From an optimization exercise on the open Yosys and OpenROAD flow, aimed at small area, a short achievable clock period and few clock cycles per item; shortcuts taken in it are not production practice. The RTL was checked by simulation tests, not by an equivalence proof against the original design.

==> 11-14 <==
==> flow/design.v (excerpt) <==
module ir_volts_to_distance_loglog_core (
    input  logic        clk,
    input  logic        rst_n,
    input  logic        cfg_we,
    input  logic        cfg_index,
    input  logic [15:0] cfg_data,
    input  logic        sample_valid,
    output logic        sample_ready,
    input  logic [15:0] voltage,
    output logic        result_valid,
    input  logic        result_ready,
    output logic [14:0] distance,
    output logic [1:0]  range_status
);
Settings: LEC_CHECK=0, CAP_MARGIN=20, CORE_MARGIN=2, CORE_UTILIZATION=40, SLEW_MARGIN=20; clock period 7.0 ns.
run.sh (not shown) runs the stock make flow with config.mk's settings and CLKGATE_MAP_FILE= SYNTH_SCRIPT=/design/flow/synth_recipe.tcl, a recipe that flattens the netlist after the stock synthesis.
==> inputs of 05-19, as changes to 11-14 <==
--- a/flow/design.v
+++ b/flow/design.v
@@ -126,74 +126,73 @@
     begin
         if (!adv && !skid_vld_reg)
             skid_v_reg <= voltage;
     end
     assign sample_ready = !skid_vld_reg;
     assign result_valid = vld_reg[NS];
-    logic [1:0] st_next;
+    logic [1:0]  st_next;
+    logic [2:0]  seg_next;
+    logic [14:0] f_next;
     always_comb
     begin
         if (v_in <= far_thr_reg)
             st_next = ivdll_pkg::ST_FAR;
         else if (v_in >= near_thr_reg)
             st_next = ivdll_pkg::ST_NEAR;
         else if (v_in > ivdll_pkg::AV0)
             st_next = ivdll_pkg::ST_NEAR;
         else if (v_in < ivdll_pkg::AV5)
             st_next = ivdll_pkg::ST_FAR;
         else
             st_next = ivdll_pkg::ST_INTERP;
+        if (v_in >= ivdll_pkg::AV1)
+            seg_next = 3'd0;
+        else if (v_in >= ivdll_pkg::AV2)
+            seg_next = 3'd1;
+        else if (v_in >= ivdll_pkg::AV3)
+            seg_next = 3'd2;
+        else if (v_in >= ivdll_pkg::AV4)
+            seg_next = 3'd3;
+        else
+            seg_next = 3'd4;
+        if (v_in[15])
+            f_next = v_in[14:0];
+        else if (v_in[14])
+            f_next = {v_in[13:0], 1'b0};
+        else if (v_in[13])
+            f_next = {v_in[12:0], 2'b0};
+        else
+            f_next = {v_in[11:0], 3'b0};
     end
-    logic [15:0] s1_v_reg;
+    logic [2:0]  s1_seg_reg;
+    logic [14:0] s1_f_reg;
     logic [1:0]  s1_st_reg;
     always_ff @(posedge clk)
     begin
         if (adv)
         begin
-            s1_v_reg  <= v_in;
-            s1_st_reg <= st_next;
+            s1_seg_reg <= seg_next;
+            s1_f_reg   <= f_next;
+            s1_st_reg  <= st_next;
         end
     end
-    logic [2:0]  seg_next;
-    logic [14:0] f_next;
     logic [26:0] ltab;
-    always_comb
-    begin
-        if (s1_v_reg >= ivdll_pkg::AV1)
-            seg_next = 3'd0;
-        else if (s1_v_reg >= ivdll_pkg::AV2)
-            seg_next = 3'd1;
-        else if (s1_v_reg >= ivdll_pkg::AV3)
-            seg_next = 3'd2;
-        else if (s1_v_reg >= ivdll_pkg::AV4)
-            seg_next = 3'd3;
-        else
-            seg_next = 3'd4;
-        if (s1_v_reg[15])
-            f_next = s1_v_reg[14:0];
-        else if (s1_v_reg[14])
-            f_next = {s1_v_reg[13:0], 1'b0};
-        else if (s1_v_reg[13])
-            f_next = {s1_v_reg[12:0], 2'b0};
-        else
-            f_next = {s1_v_reg[11:0], 3'b0};
-    end
-    assign ltab = ivdll_pkg::LOG_TAB[f_next[14:9]*27 +: 27];
+    assign ltab = ivdll_pkg::LOG_TAB[s1_f_reg[14:9]*27 +: 27];
     logic [2:0]  s2_seg_reg;
     logic [15:0] s2_base_reg;
     logic [10:0] s2_diff_reg;
     logic [8:0]  s2_r_reg;
     logic [1:0]  s2_st_reg;
     always_ff @(posedge clk)
     begin
         if (adv)
         begin
-            s2_seg_reg  <= seg_next;
+            s2_seg_reg  <= s1_seg_reg;
             s2_base_reg <= ltab[26:11];
             s2_diff_reg <= ltab[10:0];
-            s2_r_reg    <= f_next[8:0];
+            s2_r_reg    <= s1_f_reg[8:0];
             s2_st_reg   <= s1_st_reg;
         end
     end
     logic [24:0] kc;
     always_comb
     begin
@@ -523,27 +522,39 @@
             s8_st_reg   <= s7_st_reg;
         end
     end
     logic [15:0] exm_next;
     assign exm_next = s8_s_reg + s8_c_reg + 16'(s8_ci_reg);
     logic [4:0]  s9_k_reg;
-    logic        s9_far_reg;
-    logic        s9_near_reg;
-    logic        s9_ip_reg;
     logic [15:0] s9_exm_reg;
     logic [1:0]  s9_st_reg;
     always_ff @(posedge clk)
     begin
         if (adv)
         begin
-            s9_k_reg    <= s8_k_reg;
-            s9_far_reg  <= s8_far_reg;
-            s9_near_reg <= s8_near_reg;
-            s9_ip_reg   <= s8_ip_reg;
-            s9_exm_reg  <= exm_next;
-            s9_st_reg   <= s8_st_reg;
+            if (s8_far_reg)
+            begin
+                s9_k_reg   <= 5'b10000;
+                s9_exm_reg <= 16'd10922;
+            end
+            else if (s8_near_reg)
+            begin
+                s9_k_reg   <= 5'b00001;
+                s9_exm_reg <= 16'd0;
+            end
+            else if (s8_ip_reg)
+            begin
+                s9_k_reg   <= 5'b00001;
+                s9_exm_reg <= 16'd32768;
+            end
+            else
+            begin
+                s9_k_reg   <= s8_k_reg;
+                s9_exm_reg <= exm_next;
+            end
+            s9_st_reg <= s8_st_reg;
         end
     end
     logic [16:0] ex;
     logic [22:0] ex23;
     logic [22:0] op_a;
     logic [22:0] op_b;
@@ -560,23 +571,13 @@
                 | ({23{s9_k_reg[1]}} & (ex23 << 1))
                 | ({23{s9_k_reg[2]}} & ~ex23)
                 | ({23{s9_k_reg[3]}} & (ex23 << 2))
                 | ({23{s9_k_reg[4]}} & ~(ex23 << 1));
     assign neg  = s9_k_reg[2] || s9_k_reg[4];
     assign m_sum = op_a + op_b + {17'd0, 1'b1, 4'd0, neg};
-    always_comb
-    begin
-        if (s9_far_reg)
-            dist_next = ivdll_pkg::DIST_MAX;
-        else if (s9_near_reg)
-            dist_next = ivdll_pkg::DIST_MIN;
-        else if (s9_ip_reg)
-            dist_next = 15'd5120;
-        else
-            dist_next = m_sum[20:6];
-    end
+    assign dist_next = m_sum[20:6];
     logic [14:0] dist_reg;
     logic [1:0]  st_out_reg;
     always_ff @(posedge clk)
     begin
         if (adv)
         begin
==> flow/flow/run.sh (new file) <==
#!/bin/bash
# The standard layout (the standard.sh: ORFS from synthesis to the final
# layout, unchanged synthesis), with two placement/CTS options changed:
# ports are buffered with buf_2 cells, and CTS inserts no dummy loads.
set -euo pipefail
bash standard.sh \
    'BUFFER_PORTS_ARGS=-buffer_cell sky130_fd_sc_hd__buf_2' \
    'CTS_ARGS=-sink_clustering_enable -repair_clock_nets -dont_use_dummy_load' \
    finish > standard_flow.log 2>&1
==> flow/standard.sh (new file) <==
#!/bin/bash
# synth_recipe.tcl (not shown) runs the flow's synth.tcl, then flattens the netlist and writes it again
# the make line also repeats each setting of config.mk as NAME=value (left out here)
make -C /OpenROAD-flow-scripts/flow DESIGN_CONFIG=/design/flow/config.mk WORK_HOME=/design/flow/orfs CLKGATE_MAP_FILE= SYNTH_SCRIPT=/design/flow/synth_recipe.tcl "${@:-finish}"
removed: flow/run.sh
==> results.cfg <==
[status]
status = complete, no violations

[timing]
whs_ns = 0.407

[placement]
place_ws_ns = 2.78

[final_layout]
utilization = 0.432
inv_count = 388
seq_area_sq_um = 10600

[floorplan]
die_area_sq_um = 75100

[drt]
vias = 20322

[logic_synthesis]
synth_area_leaders = edfxtp_1 (33%), fa_1 (16%), ha_1 (11%), inv_1 (5.0%), nand2_1 (3.6%)
-- figures above: 05-19

==> results.cfg <==
[status]
status = complete, no violations

[placement]
place_ws_ns = 2.69

[drt]
vias = 21145

[global_routing]
use_met1 = 0.257
antenna_found_initial = 1

[timing]
slew_headroom = 0.329
whs_ns = 0.409

[final_layout]
inv_count = 366
seq_area_sq_um = 10700
mostFrequentLayoutCells = inv_1 (362), edfxtp_1 (319), nand2_1 (305)
utilization = 0.443

[floorplan]
die_area_sq_um = 76300

[clock_tree]
cts_resized = 0

[min_path]
min_path_cells = 0

[logic_synthesis]
synth_area_leaders = edfxtp_1 (32%), fa_1 (16%), ha_1 (11%), inv_1 (4.6%), nand2_1 (3.9%)
-- figures above: 11-14

Testbench counts of 11-14, summed over its fixed seeds: cycles 16,080, items 16,000.
Testbench counts of 05-19, summed over its fixed seeds: cycles 16,080, items 16,000.

what the ideal ports hide:
The flow's constraints put no driver on any port. The routed layouts listed below were extracted and timed again, unchanged, in two steps. Step 1 sets driving cells, clkbuf_16 on the clock port and buf_2 on the other inputs (assumed; they add their load-dependent delay and slew). Step 2 times the ports against the registers' clock, not the clock port: input delays grow and output delays shrink by t, the midpoint of the rising clock arrivals with the driver on. a / b / c = ideal / step 1 / step 2; a / b = the first two.
run	t (ns)	slack for setup (ns)	worst slew at a driven data input, ns	cell pins on the clock port's net
11-14	0.639	2.550 / 2.550 / 2.550	0.04	1
05-19	0.605	2.815 / 2.815 / 2.815	0.06	1
After both steps every run listed still meets setup and hold.
